Context: an optimization exercise on an open-source flow, tuned for small area, a short achievable clock period and few clock cycles per item. The choices shown serve that exercise and are no tape-out recipe. In this exercise RTL edits were held to simulation tests only and were not proved equivalent to the original.

## flow/design.v (module list and top-level ports; edited modules follow where they fit)
// module mdo_accum: 99 lines
// module mdo_mac16x32cs: 1084 lines
// module mdo_sqe16cs: 250 lines
// module mdo_roots: 118 lines
// module mdo_load_tables: 856 lines
// module minkowski_distance_orders: 122 lines
module minkowski_distance_orders #(
  parameter int unsigned MAX_LEN     = mdo_pkg::MAX_LEN_DEF,
  parameter int unsigned COORD_WIDTH = mdo_pkg::COORD_WIDTH_DEF
) (
  input  logic          clk,
  input  logic          rst,
  input  logic          s_tvalid,
  output logic          s_tready,
  input  logic [31:0]   s_tdata,    
  input  logic          s_tlast,    
  output logic          m_tvalid,
  input  logic          m_tready,
  output logic [111:0]  m_tdata,    
  output logic          m_tuser     
);
  // ...
==> flow/run.sh <==
#!/bin/bash
# synth_recipe.tcl (not shown) runs the flow's synth.tcl, then flattens the netlist and writes it again
# the make line also repeats each setting of config.mk as NAME=value (left out here)
make -C /OpenROAD-flow-scripts/flow DESIGN_CONFIG=/design/flow/config.mk WORK_HOME=/design/flow/orfs CLKGATE_MAP_FILE= SYNTH_SCRIPT=/design/flow/synth_recipe.tcl finish
==> flow/config.mk <==
export PLATFORM = sky130hd
export DESIGN_NAME = minkowski_distance_orders
export DESIGN_NICKNAME = minkowski_distance_orders
export VERILOG_FILES = /design/flow/design.v
export SDC_FILE = /design/flow/constraint.sdc
export NUM_CORES = 4
export LEC_CHECK = 0
export CAP_MARGIN = 20
export CORE_MARGIN = 2
export CORE_UTILIZATION = 60
export SETUP_SLACK_MARGIN = 5
export SLEW_MARGIN = 20
==> flow/constraint.sdc <==
create_clock -name core_clock -period 10.0 [get_ports {clk}]
set_input_delay 2.0000 -clock core_clock [delete_from_list [all_inputs] [get_ports {clk}]]
set_output_delay 2.0000 -clock core_clock [all_outputs]
set_load 0.01 [all_outputs]
==> flow_summary.ini, run 1 <==
[run_status]
status = no timing/DRC/antenna violations

[timing]
worst_pin_slew_ps = 1150
fmax_mhz = 201
hold_viol = 0

[clock_tree]
root_buffer = clkbuf_16
cts_buffers = 147

[placement]
place_ws_ps = 4260
gp_congestion = 0.945
hpwl_um = 181000

[finish]
sh_seq_area = 0.298
final-nonclk-buf-share = 0.0226
multi_input_area_mm2 = 0.0589
layout_commonest_cell = nand2_1
multi_input_area_share = 0.569
n_all_buffers = 241

[worst_setup_path]
path_depth = 4
crit_path_max_fanout = 42
crit_required_ps = 8000
crit_path_start_kind = register
r2r-end = u_accum.cs[30]$_DFFE_PP_
r2r_slack_ps = 5090
regToRegStartpoint = u_accum.q3[29]$_DFFE_PN_

[logic_synthesis]
synth-seq-cells = 1252
yosys_most_used_dff = dfxtp_1
yosysTopAreaCell = edfxtp_1
yosys.area_share.simple = 0.168
async_flop_share = 0

[die]
std_cell_rows = 145
start_util = 0.606
core_area_mm2 = 0.157

[drt]
wire_per_inst_um = 20.3

[global_routing]
grt_use_total = 0.311
gr-total-overflow = 0
Testbench counts, summed over its fixed seeds: cycles 6,610, items 384.
==> run 2, diff against run 1 <==
--- a/flow/config.mk
+++ b/flow/config.mk
@@ -9,3 +9,3 @@
 export CORE_MARGIN = 2
-export CORE_UTILIZATION = 60
+export CORE_UTILIZATION = 25
 export SETUP_SLACK_MARGIN = 5
==> run 2 against run 1 <==
Effect of this change:
- still clean
- synthesized cell count unchanged
- non-clock buffer count did not move
- via count decreased by 1.5%
- area after synthesis is the same
- final area is 3.7% higher
- critical endpoint is now m_tdata[78]
==> flow_summary.ini, run 2 <==
[die]
fp.dieH_um = 620
start_util = 0.251
pin_count = 152
core_area_mm2 = 0.378
std_cell_rows = 226
die_w_um = 620
die_area_mm2 = 0.385

[timing]
worst_pin_slew_ps = 1130
hold_viol = 0
slew_headroom = 0.247
rsz0062_at_grt = yes
fmax_mhz = 204
setup_viol = 0
final_max_slew_viol_count = 0
period_needed_ps = 4900
final.setup.tns_ps = 0
finalCritPeriodShare = 0.490
timing.hold.ws_ps = 390
clock_skew_ps = 73.5

[finish]
final_area_mm2 = 0.107
syn_to_final_growth_pct = 13.1
nFillCells = 39900
nNetsFinal = 11600
multi_input_area_mm2 = 0.0589
ff_latch_area_mm2 = 0.0309
layout_commonest_cell = nand2_1
largestRegisters = g_unit.u_roots.r3: 142 flops, g_unit.u_roots.t3: 142 flops, g_unit.u_roots.rc: 96 flops
drive_gt1_frac = 0.0453
layout_common_cells = nand2_1, inv_1, fa_1

[worst_setup_path]
critPathBufInv = 2
critPathLaunch = nout$_SDFFE_PP0P_
crit_path_max_fanout = 84
crit_required_ps = 8000
crit_path_start_kind = register
cpLargestDelayFamily = buffers and inverters
r2r_slack_ps = 5110
r2r_cells = 14
critPathMaxStageDelay_ps = 700
crit_arrival_ps = 2900
regToRegStartpoint = g_unit[1].u_roots.rc[48]$_DFF_P_
critPathSlowestCell = o21ai_0
cp_cell_sequence = buf_16 -> o21ai_0 -> clkdlybuf4s50_1
critPathCaptureType = output pin
path_class = register to output pin
r2r-end = g_unit[1].u_roots.r3[55]$_SDFF_PP0_

[placement]
gp_congestion = 0.875
placed_area_mm2 = 0.102
hpwl_um = 181000
port-buffer-count = 150

[global_routing]
grt_max_degree = 142
grt_pass1_vias = 72100
grt_use_total = 0.130
grt_pass1_wl_um = 405000
gr-total-overflow = 0
antenna_found_initial = 7

[drt]
dr_total_vias = 71700
drtPass1Iterations = 6
wire_per_inst_um = 16.6
drtIter0Drc = 5052
wl_um = 255000
drc_errors = 0
routed_via_density = 4.67
ant_nets = 0

[worst_hold_path]
min_from = g_unit[1].u_roots.rc[4]$_SDFF_PN0_
min_to = g_unit[1].u_roots.rc[7]$_DFF_P_
min_path_cells = 2
hp-class = register to register

[logic_synthesis]
synthesis.area_mm2 = 0.0949
yosys_most_used_dff = dfxtp_1
synth_top_area_frac = 0.183
async_flop_share = 0
synthTopCellsByArea = edfxtp_1, fa_1, dfxtp_1, ha_1, nand2_1
synth-seq-area-share = 0.325
synth_edf_count = 578
syn-mean-instance-area_um2 = 9.28
synth_commonest_cells = nand2_1, inv_1, fa_1
synth-seq-cells = 1252
synth_cell_types = 98
synth_cells = 10200
yosysWarnings = 9
yosysTopAreaCell = edfxtp_1
synth_most_common_cell = nand2_1

[clock_tree]
path_clk_slew_ps = 60
cts_sinks = 1252
cts_buffer_depth = 4
root_buffer = clkbuf_16
htree_num_levels = 4
clk_latency_ps = 850
hold_buffers = 0
tritoncts = built
cts_buffers = 154

[run]
cap_violations = 0

[run_status]
status = no timing/DRC/antenna violations
==> run 2: cell counts after synthesis <==
Identical to the previous run, type by type.
==> run 2: worst max-delay path by stage <==
stage | to | slack (ps) | depth (start not counted)
3_5_place_dp | u_accum.e1[0]$_DFFE_PN_ | 4310 | 16
6_report | m_tdata[78] | 5100 | 3
3_3_place_gp | u_accum.e1[0]$_DFFE_PN_ | 4280 | 17
5_1_grt | g_unit[1].u_roots.t3[7]$_DFF_P_ | 4870 | 15
2_1_floorplan | u_accum.cc[10]$_DFFE_PP_ | 520 | 4
4_1_cts | g_unit[0].u_roots.t3[64]$_SDFF_PP0_ | 5000 | 15
==> run 2: final cells by class <==
cell class | instances | share of cell area
Timing Repair Buffer | 241 | 0.0216
Multi-Input combinational cell | 7543 | 0.549
Clock inverter | 66 | 0.00693
Inverter | 1022 | 0.0359
Sequential cell | 1252 | 0.288
Antenna cell | 6 | 0.000140
Tap cell | 5016 | 0.0585
Clock buffer | 201 | 0.0405
==> run 2: cell families (layout without fill, tap and decap cells) <==
kind of cell | after synthesis | after routing | share of synthesized area
and+or+nand+nor | 3347 | 3348 | 0.168
AOI/OAI and AO/OA | 2064 | 2064 | 0.137
buffers and inverters | 1437 | 1530 | 0.0573
adders and majority gates | 1353 | 1353 | 0.237
DFF | 1252 | 1252 | 0.325
xor gates and xnor gates | 555 | 555 | 0.0513
muxes | 219 | 219 | 0.0237
other | 2 | 10 | 0.0000791
==> run 2: worst reg2reg max path: cells and delay by family, from the launching register on <==
family | cells | cell delay, ps
buffers and inverters | 1 | 50
AND/OR/NAND/NOR | 4 | 2030
AO/OA/AOI/OAI | 7 | 1740
flip-flops | 1 | 340
adder cells (fa/ha/maj) | 2 | 640
==> run 2: what timing repair did <==
item | 4_1_cts | 5_1_grt
pin swaps | 2 | 5
setup endpoints to repair | 142 | 123
gates resized for setup | 15 | 30
gates cloned | 0 | 1
endpoints found under the hold margin | 0 | 0
buffers inserted | 10 | 6
==> run 2: stage by stage <==
| stage | worst slack (ps) | utilization | instances |
|---|---|---|---|
| 6_report | 5100 | 0.284 | 15300 |
| 5_1_grt | 4870 | 0.284 | 15300 |
| 4_1_cts | 5000 | 0.283 | 15300 |
| 3_5_place_dp | 4310 | 0.269 | 15100 |
| 3_3_place_gp | 4280 | 0.269 | 15100 |
| 2_1_floorplan | 516 | - | 10200 |
==> run 2: per-layer routing <==
layer  vias to the layer above  global-route usage  wire, µm  part of all wire
met2                      1809               0.212    115000              0.45
met4                         2              0.0292      5450             0.021
li1                      34500                   -         -                 -
met3                       354              0.0204     15100             0.059
met5                         -                   0         7          0.000028
met1                     35000               0.181    119000              0.47
==> run 3, diff against run 2 <==
--- a/flow/config.mk
+++ b/flow/config.mk
@@ -9,3 +9,3 @@
 export CORE_MARGIN = 2
-export CORE_UTILIZATION = 25
+export CORE_UTILIZATION = 40
 export SETUP_SLACK_MARGIN = 5
==> run 3 against run 2 <==
Effect of this change:
- critical path depth unchanged
- clock-buffer cell count is 3 lower
- final area decreased by 1.9%
- die area shrank 37%
- synthesized cell count unchanged
- clock skew is 1.5 ps lower
- area after synthesis unchanged
- routed wire length is 1.8% higher
- cell count is 12% lower
- setup slack better by 52 ps
==> flow_summary.ini, run 3 <==
[run_status]
status = no timing/DRC/antenna violations

[global_routing]
grt_pass1_wl_um = 415000
gr-usage-met2 = 0.356
gr-max-usage-layer = met2
grt_util_met1 = 0.286
grt_max_degree = 154
grt_use_met3 = 0.0273
gr-total-overflow = 0
antenna_found_initial = 3
grt_pass1_vias = 75100
grt_use_total = 0.212

[clock_tree]
tritoncts = built
hold_buffers = 0
path_clk_slew_ps = 60
clk_latency_ps = 830
root_buffer = clkbuf_16
htree_num_levels = 4
cts_buffer_depth = 3
cts_sinks = 1252
cts_buffers = 151

[finish]
syn_to_final_growth_pct = 10.9
nFillCells = 22700
ff_latch_area_mm2 = 0.0309
layout_common_cells = nand2_1, inv_1, fa_1
multi_input_area_mm2 = 0.0590
largestRegisters = g_unit.u_roots.r3: 142 flops, g_unit.u_roots.t3: 142 flops, g_unit.u_roots.rc: 96 flops
layout_commonest_cell = nand2_1
nNetsFinal = 11600
drive_gt1_frac = 0.0473

[timing]
final.setup.tns_ps = 0
finalCritPeriodShare = 0.484
final_max_slew_viol_count = 0
period_needed_ps = 4840
setup_viol = 0
clock_skew_ps = 72.0
slew_headroom = 0.0900
fmax_mhz = 206
hold_viol = 0
rsz0062_at_grt = yes
worst_pin_slew_ps = 1350
timing.hold.ws_ps = 395

[drt]
drtPass1Iterations = 6
dr_total_vias = 72400
ant_nets = 0
routed_via_density = 5.37
drc_errors = 0
drtIter0Drc = 5031
wire_per_inst_um = 19.2
wl_um = 259000

[worst_setup_path]
crit_required_ps = 8000
crit_path_max_fanout = 58
r2r_cells = 11
path_class = register to output pin
critPathCaptureType = output pin
crit_path_start_kind = register
r2r-end = u_accum.cc[19]$_DFFE_PP_
crit_arrival_ps = 2840
r2r_slack_ps = 5160
regToRegStartpoint = u_accum.q3[18]$_DFFE_PN_

[die]
die_area_mm2 = 0.241
std_cell_rows = 178
pin_count = 152
fp.dieH_um = 491
start_util = 0.403
die_w_um = 491
core_area_mm2 = 0.236

[logic_synthesis]
synth_cells = 10200
synth_compound_area_frac = 0.137
synth_top_family_by_area = adder cells
synth_cell_types = 98
synth-seq-area-share = 0.325
synth-xor-area-share = 0.0513
synthAdderAreaFrac = 0.237
synth_top_area_frac = 0.183
syn-mean-instance-area_um2 = 9.28
synthTopCellsByArea = edfxtp_1, fa_1, dfxtp_1, ha_1, nand2_1
yosys_most_used_dff = dfxtp_1
async_flop_share = 0
synth_mux_area_frac = 0.0237
yosys.area_share.simple = 0.168
synth-seq-cells = 1252
synth_most_common_cell = nand2_1
synth_commonest_cells = nand2_1, inv_1, fa_1
synthesis.area_mm2 = 0.0949
yosysTopAreaCell = edfxtp_1
yosysWarnings = 9
synth_edf_count = 578

[worst_hold_path]
hp-class = register to register
min_path_cells = 2
min_to = g_unit[1].u_roots.rc[43]$_DFF_P_
min_from = g_unit[1].u_roots.rc[40]$_DFF_P_

[placement]
hpwl_um = 186000
gp_congestion = 0.924
port-buffer-count = 150

[run]
cap_violations = 0
==> run 3: cell types whose count changed in the layout (fill, tap and decap cells not counted), sizes merged, moves of 3 or more <==
cell | before | now
buf | 91 | 88
clkinv | 37 | 57
diode | 6 | 2
inv | 1031 | 1027
==> run 3: metrics by stage <==
| step | area (µm²) | cells | utilization | setup slack [ps] |
|---|---|---|---|---|
| 3_3_place_gp | 99400 | 13200 | 0.422 | 4290 |
| 5_1_grt | 105000 | 13500 | 0.447 | 4980 |
| 2_1_floorplan | 94900 | 10200 | - | 516 |
| 3_5_place_dp | 99400 | 13200 | 0.422 | 4280 |
| 6_report | 105000 | 13500 | 0.447 | 5160 |
| 4_1_cts | 105000 | 13500 | 0.445 | 5000 |
==> run 3: critical path, cell delays in order, from the launching register on <==
cell	delay [ps]
dfxtp_4	570
buf_12	330
mux2_2	400
clkdlybuf4s50_1	620
==> run 3: logic make-up after synthesis <==
family / count (synthesis)
compound gates: 2064
flops: 1252
mux: 219
fa+ha+maj: 1353
buf+inv: 1437
xor+xnor: 555
simple gates: 3347
other cells: 2
==> run 3: timing repair <==
item / 4_1_cts / 5_1_grt
cloned: 3 / 1
setup buffers: 5 / 12
endpoints found under the setup margin: 155 / 113
resized for setup: 17 / 34
pin swaps: 2 / 3
==> run 3: how the worst max path moves through the flow <==
stage,startpoint,to,slack [ps],depth (start not counted)
floorplan,u_accum.f3$_DFFE_PN_,u_accum.cc[10]$_DFFE_PP_,520,4
global placement,g_unit[1].u_roots.y3[1]$_DFFE_PP_,g_unit[1].u_roots.t3[65]$_SDFF_PP0_,4290,18
detailed placement,s_tdata[16],u_accum.e1[0]$_DFFE_PN_,4280,16
CTS,nout$_SDFFE_PP0P_,m_tdata[5],5000,3
global route,g_unit[0].u_roots.y3[0]$_DFFE_PP_,g_unit[0].u_roots.t3[65]$_SDFF_PP0_,4980,16
finish,nout$_SDFFE_PP0P_,m_tdata[7],5160,3
==> run 3: cell type report <==
cell class / count / share of cell area
Antenna cell: 2 / 0.0000475
Clock buffer: 198 / 0.0408
Clock inverter: 83 / 0.0101
Inverter: 1022 / 0.0366
Multi-Input combinational cell: 7546 / 0.561
Sequential cell: 1252 / 0.293
Tap cell: 3150 / 0.0374
Timing Repair Buffer: 239 / 0.0214
==> run 3: layer usage <==
layer  wire (µm)  part of all wire
met1      117000              0.45
met2      122000              0.47
met3       12600             0.049
met4        7030             0.027
met5          10          0.000039
==> module mdo_roots, before the edit <==
module mdo_roots (
  input  logic                    clk,
  input  logic                    rst,
  input  logic                    load,        
  input  logic                    load_w,      
  input  logic [SUM_SQ_W-1:0]     sum_sq,      
  input  logic [SUM_CUBE_W-1:0]   sum_cube,    
  output logic                    last,        
  output logic [DIST_W-1:0]       euclid,
  output logic [DIST_W-1:0]       cubic
);
  localparam int unsigned LD    = 4;    
  localparam int unsigned STEPS = 36 - LD;
  logic        busy;
  logic [5:0]  k;
  logic [33:0] rs;           
  logic [36:0] r2;
  logic [35:0] y2;
  logic [38:0] r2s, t2, d2;
  logic        b2;
  logic [50:0] rc;
  logic [70:0] r3;
  logic [70:0] t3;           
  logic [35:0] y3;
  logic [74:0] r3s, d3;
  logic        b3;
  logic [70:0] t3_0, t3_1;
  logic [1:0]  ly3;
  logic [5:0]  lr3;
  logic [6:0]  lt3;
  logic [9:0]  lt3_0, lt3_1;
  logic [2:0]  ly2;
  logic [3:0]  lr2;
  mdo_load_tables u_tab (
    .c_top (sum_cube[55:51]),
    .s_top (sum_sq[39:34]),
    .c_y   (ly3),
    .c_r   (lr3),
    .c_t   (lt3),
    .c_t0  (lt3_0),
    .c_t1  (lt3_1),
    .s_y   (ly2),
    .s_r   (lr2)
  );
  logic [8:0]  xa3;  logic [9:0]  da3;  logic ta3;  logic [7:0]  ra3;  logic [9:0]  ua3;
  logic [2:0]  ya3;
  logic [5:0]  xa2, da2;  logic ta2;  logic [4:0] ra2;
  logic [3:0]  ya2;
  assign xa3 = {lr3, sum_cube[50:48]};
  assign da3 = {1'b0, xa3} - {3'b0, lt3};
  assign ta3 = !da3[9];
  assign ra3 = ta3 ? da3[7:0] : xa3[7:0];
  assign ya3 = {ly3, ta3};
  assign ua3 = ta3 ? lt3_1 : lt3_0;
  assign xa2 = {lr2, sum_sq[33:32]};
  assign da2 = xa2 - {1'b0, ly2, 2'b01};
  assign ta2 = !da2[5] && (xa2 >= {1'b0, ly2, 2'b01});
  assign ra2 = ta2 ? da2[4:0] : xa2[4:0];
  assign ya2 = {ly2, ta2};
  assign last = busy && (k == 6'(STEPS - 1));
  assign r2s = {r2[36:0], rs[33:32]};
  assign t2  = {1'b0, y2[35:0], 2'b01};
  assign d2  = r2s - t2;
  assign b2  = !d2[38];
  assign r3s = {1'b0, r3, rc[50:48]};
  assign d3  = r3s - {4'b0, t3};
  assign b3  = !d3[74];
  logic [70:0] a0, b0, c0, s0, k0, a1, b1, c1, s1, k1;
  assign a0 = {t3[68:0], 2'b10};
  assign b0 = ~(71'({y3[34:0], 3'b011}));
  assign c0 = ~(71'({y3[34:0], 2'b00}));
  assign s0 = a0 ^ b0 ^ c0;
  assign k0 = (a0 & b0) | (a0 & c0) | (b0 & c0);
  assign t3_0 = s0 + {k0[69:0], 1'b0};
  assign a1 = {t3[68:0], 2'b00};
  assign b1 = 71'({y3[34:0], 5'b01111});
  assign c1 = 71'({y3[34:0], 2'b00});
  assign s1 = a1 ^ b1 ^ c1;
  assign k1 = (a1 & b1) | (a1 & c1) | (b1 & c1);
  assign t3_1 = s1 + {k1[69:0], 1'b0};
  assign euclid = y2;
  assign cubic  = y3;
  always_ff @(posedge clk) begin
    if (rst) begin
      busy <= 1'b0;
    end else if (load) begin
      busy <= 1'b1;
    end else if (last) begin
      busy <= 1'b0;
    end
  end
  always_ff @(posedge clk) begin
    if (load_w) begin
      k  <= '0;
      rs <= {sum_sq[31:0], 2'b00};
      r2 <= 37'(ra2);
      rc <= {sum_cube[47:0], 3'b000};
      r3 <= 71'(ra3);
      t3 <= 71'(ua3);
    end else begin
      k  <= k + 6'd1;
      rs <= {rs[31:0], 2'b00};
      r2 <= b2 ? d2[36:0] : r2s[36:0];
      rc <= {rc[47:0], 3'b000};
      r3 <= b3 ? d3[70:0] : r3s[70:0];
      t3 <= b3 ? t3_1 : t3_0;
    end
  end
  always_ff @(posedge clk) begin
    if (load) begin
      y2 <= 36'(ya2);
      y3 <= 36'(ya3);
    end else if (busy) begin
      y2 <= {y2[34:0], b2};
      y3 <= {y3[34:0], b3};
    end
  end
endmodule
==> run 4, diff against run 3 <==
--- a/flow/design.v
+++ b/flow/design.v
@@ -1462,3 +1462,3 @@
   logic [5:0]  k;
-  logic [33:0] rs;           
+  logic [31:0] rs;           
   logic [36:0] r2;
@@ -1467,6 +1467,6 @@
   logic        b2;
-  logic [50:0] rc;
+  logic [47:0] rc;
   logic [70:0] r3;
   logic [70:0] t3;           
-  logic [35:0] y3;
+  logic [34:0] y3;           
   logic [74:0] r3s, d3;
@@ -1507,3 +1507,3 @@
   assign last = busy && (k == 6'(STEPS - 1));
-  assign r2s = {r2[36:0], rs[33:32]};
+  assign r2s = {r2[36:0], rs[31:30]};
   assign t2  = {1'b0, y2[35:0], 2'b01};
@@ -1511,3 +1511,3 @@
   assign b2  = !d2[38];
-  assign r3s = {1'b0, r3, rc[50:48]};
+  assign r3s = {1'b0, r3, rc[47:45]};
   assign d3  = r3s - {4'b0, t3};
@@ -1528,3 +1528,3 @@
   assign euclid = y2;
-  assign cubic  = y3;
+  assign cubic  = {1'b0, y3};
   always_ff @(posedge clk) begin
@@ -1541,5 +1541,5 @@
       k  <= '0;
-      rs <= {sum_sq[31:0], 2'b00};
+      rs <= sum_sq[31:0];
       r2 <= 37'(ra2);
-      rc <= {sum_cube[47:0], 3'b000};
+      rc <= sum_cube[47:0];
       r3 <= 71'(ra3);
@@ -1548,5 +1548,5 @@
       k  <= k + 6'd1;
-      rs <= {rs[31:0], 2'b00};
+      rs <= {rs[29:0], 2'b00};
       r2 <= b2 ? d2[36:0] : r2s[36:0];
-      rc <= {rc[47:0], 3'b000};
+      rc <= {rc[44:0], 3'b000};
       r3 <= b3 ? d3[70:0] : r3s[70:0];
@@ -1558,6 +1558,6 @@
       y2 <= 36'(ya2);
-      y3 <= 36'(ya3);
+      y3 <= 35'(ya3);
     end else if (busy) begin
       y2 <= {y2[34:0], b2};
-      y3 <= {y3[34:0], b3};
+      y3 <= {y3[33:0], b3};
     end
==> run 4 against run 3 <==
Effect of this change:
- global-route usage increased by 0.26 points
- sequential cell count down 2
- worst hold slack better by 17 ps
- highest routed layer is now met4
- critical path type is now register to register
==> flow_summary.ini, run 4 <==
[run_status]
status = no timing/DRC/antenna violations

[logic_synthesis]
synth_top_area_frac = 0.178
synth_cells = 10600
synth-seq-area-share = 0.317
synth_cell_types = 123
synth-seq-cells = 1250
synthTopCellsByArea = edfxtp_1, fa_1, dfxtp_1, ha_1, nand2_1
synth_commonest_cells = nand2_1, inv_1, fa_1
async_flop_share = 0
synth_most_common_cell = nand2_1
synthesis.area_mm2 = 0.0973
yosysTopAreaCell = edfxtp_1
yosys_most_used_dff = dfxtp_1
synth_edf_count = 578
syn-mean-instance-area_um2 = 9.22
yosysWarnings = 9

[placement]
port-buffer-count = 149
dp_cells = 13500
placed_area_mm2 = 0.102
gp_congestion = 0.922
place_ws_ps = 4070
hpwl_um = 193000

[worst_setup_path]
crit_arrival_ps = 5470
crit_path_max_fanout = 18
crit_required_ps = 10550
critPathLaunch = u_accum.q3[22]$_DFFE_PN_
crit_path_start_kind = register
critPathCaptureType = register
regToRegStartpoint = u_accum.q3[22]$_DFFE_PN_
path_class = register to register
r2r_slack_ps = 5080

[finish]
nFillCells = 23200
nNetsFinal = 11900
layout_commonest_cell = nand2_1
largestRegisters = g_unit.u_roots.r3: 142 flops, g_unit.u_roots.t3: 142 flops, g_unit.u_roots.rc: 96 flops
drive_gt1_frac = 0.0508
final_area_mm2 = 0.108
final_cell_count_no_fill = 13800
layout_common_cells = nand2_1, inv_1, fa_1
syn_to_final_growth_pct = 10.5

[clock_tree]
cts_sinks = 1250
clk_latency_ps = 840
hold_buffers = 0
htree_num_levels = 4
path_clk_slew_ps = 60
cts_buffers = 150
root_buffer = clkbuf_16
cts_buffer_depth = 3
tritoncts = built

[global_routing]
antenna_found_initial = 4
grt_use_total = 0.215
grt_pass1_vias = 76800
gr-total-overflow = 0
grt_pass1_wl_um = 428000
grt_max_degree = 89

[die]
start_util = 0.401
die_area_mm2 = 0.247
pin_count = 152
core_area_mm2 = 0.243
fp.dieH_um = 497
std_cell_rows = 181
die_w_um = 497

[timing]
rsz0062_at_grt = yes
worst_pin_slew_ps = 1180
clock_skew_ps = 58.7
fmax_mhz = 203
slew_headroom = 0.215
fin_ws_ps = 5080
final_max_slew_viol_count = 0
hold_viol = 0
period_needed_ps = 4920
setup_viol = 0
finalCritPeriodShare = 0.492
final.setup.tns_ps = 0

[drt]
wl_um = 270000
drtPass1Iterations = 7
routed_via_density = 5.46
drc_errors = 0
drtIter0Drc = 5500
wire_per_inst_um = 19.5
dr_total_vias = 75600
ant_nets = 0

[worst_hold_path]
hp-class = register to register
min_from = g_unit[1].u_roots.rs[3]$_DFF_P_

[run]
cap_violations = 0
==> run 4: changes by cell type after synthesis, moves of 13 or more <==
cell / before / now
buf_2: 15 / 36
nand4_1: 77 / 93
nor4_1: 35 / 56
nand2_1: 1293 / 1241
o21a_1: 78 / 99
xnor2_1: 370 / 297
nor3_1: 117 / 195
mux2i_1: 177 / 214
and3_1: 65 / 81
or3_1: 37 / 57
nor2_1: 612 / 637
o211ai_1: 43 / 56
o21ai_0: 401 / 430
==> run 4: worst paths after layout <==
path,endpoint,cells after the start
max,u_accum.cs[22]$_DFFE_PP_,11
min,g_unit[1].u_roots.rs[5]$_DFF_P_,2
max reg2reg,u_accum.cs[22]$_DFFE_PP_,11
min reg2reg,g_unit[1].u_roots.rs[5]$_DFF_P_,2
==> run 4: layer usage <==
metal,share of wire,vias to the layer above,track usage
li1,-,35800,-
met1,0.44,37200,0.287
met2,0.47,2081,0.360
met3,0.051,449,0.0282
met4,0.035,0,0.0717
met5,0,-,0
==> run 4: what timing repair did <==
action,in CTS,in global routing
gates cloned,2,2
pin swaps,2,2
setup endpoints to repair,148,135
buffers inserted,7,23
resized for setup,22,27
==> run 4: layout make-up <==
cell class / instances / area [µm²] / area share
Sequential cell: 1250 / 30800 / 0.287
Tap cell: 3202 / 4010 / 0.0372
Multi-Input combinational cell: 7825 / 61100 / 0.568
Clock buffer: 206 / 4200 / 0.0390
Inverter: 1032 / 3900 / 0.0362
Timing Repair Buffer: 254 / 2540 / 0.0236
Clock inverter: 73 / 1030 / 0.00954
Antenna cell: 4 / 10.0 / 0.0000931
==> run 4: per-stage QoR <==
stage          hold WS [ps]  utilization
3_3_place_gp            404        0.419
5_1_grt                 433        0.443
2_1_floorplan           399            -
3_5_place_dp            404        0.419
4_1_cts                 405        0.442
6_report                412        0.444
==> run 4: cells by family after synthesis <==
| logic type | share of synthesized area |
|---|---|
| AND/OR/NAND/NOR | 0.178 |
| AO/OA/AOI/OAI | 0.144 |
| buffers and inverters | 0.0589 |
| adder cells (fa/ha/maj) | 0.231 |
| flip-flops | 0.317 |
| XOR/XNOR | 0.0440 |
| multiplexers | 0.0269 |
| other | 0.0000772 |
==> run 4: worst max-delay path, cell delays in order (launching register included) <==
cell      delay [ps]
edfxtp_1         870
and2_1           370
fa_1             550
inv_1             60
fa_1             560
inv_1             70
fa_1             540
inv_1             60
fa_1             530
inv_1             60
fa_1             500
fa_1             480
Testbench counts of run 4, summed over its fixed seeds: cycles 6,610, items 384.

[port drivers added, routing unchanged]
In the flow no input, the clock included, has a driving cell. The finished layouts below were timed again as built, in two steps. Step 1, drivers: a clkbuf_16 drives clk and a buf_2 each remaining input, both assumed. Step 2 moves the port delays by t, midway between the first and last clock arrival at a register: inputs arrive t later, outputs are due t later. That takes back most of the time a late clock gives input paths. a / b / c = ideal / step 1 / step 2; a / b = the first two.
run | shift t [ns] | setup slack, ns | pins driven straight from the clock port
run 1 | 0.855 | 5.027 / 4.946 / 4.458 | 1
run 2 | 0.904 | 5.105 / 5.015 / 4.401 | 1
run 3 | 0.877 | 5.157 / 5.072 / 4.471 | 1
run 4 | 0.905 | 5.077 / 4.989 / 4.289 | 1
After both steps setup and hold are still met in every run listed. For run 4, which loses most, drivers alone change the setup slack by -0.088 ns; drivers and shift together by -0.788 ns.
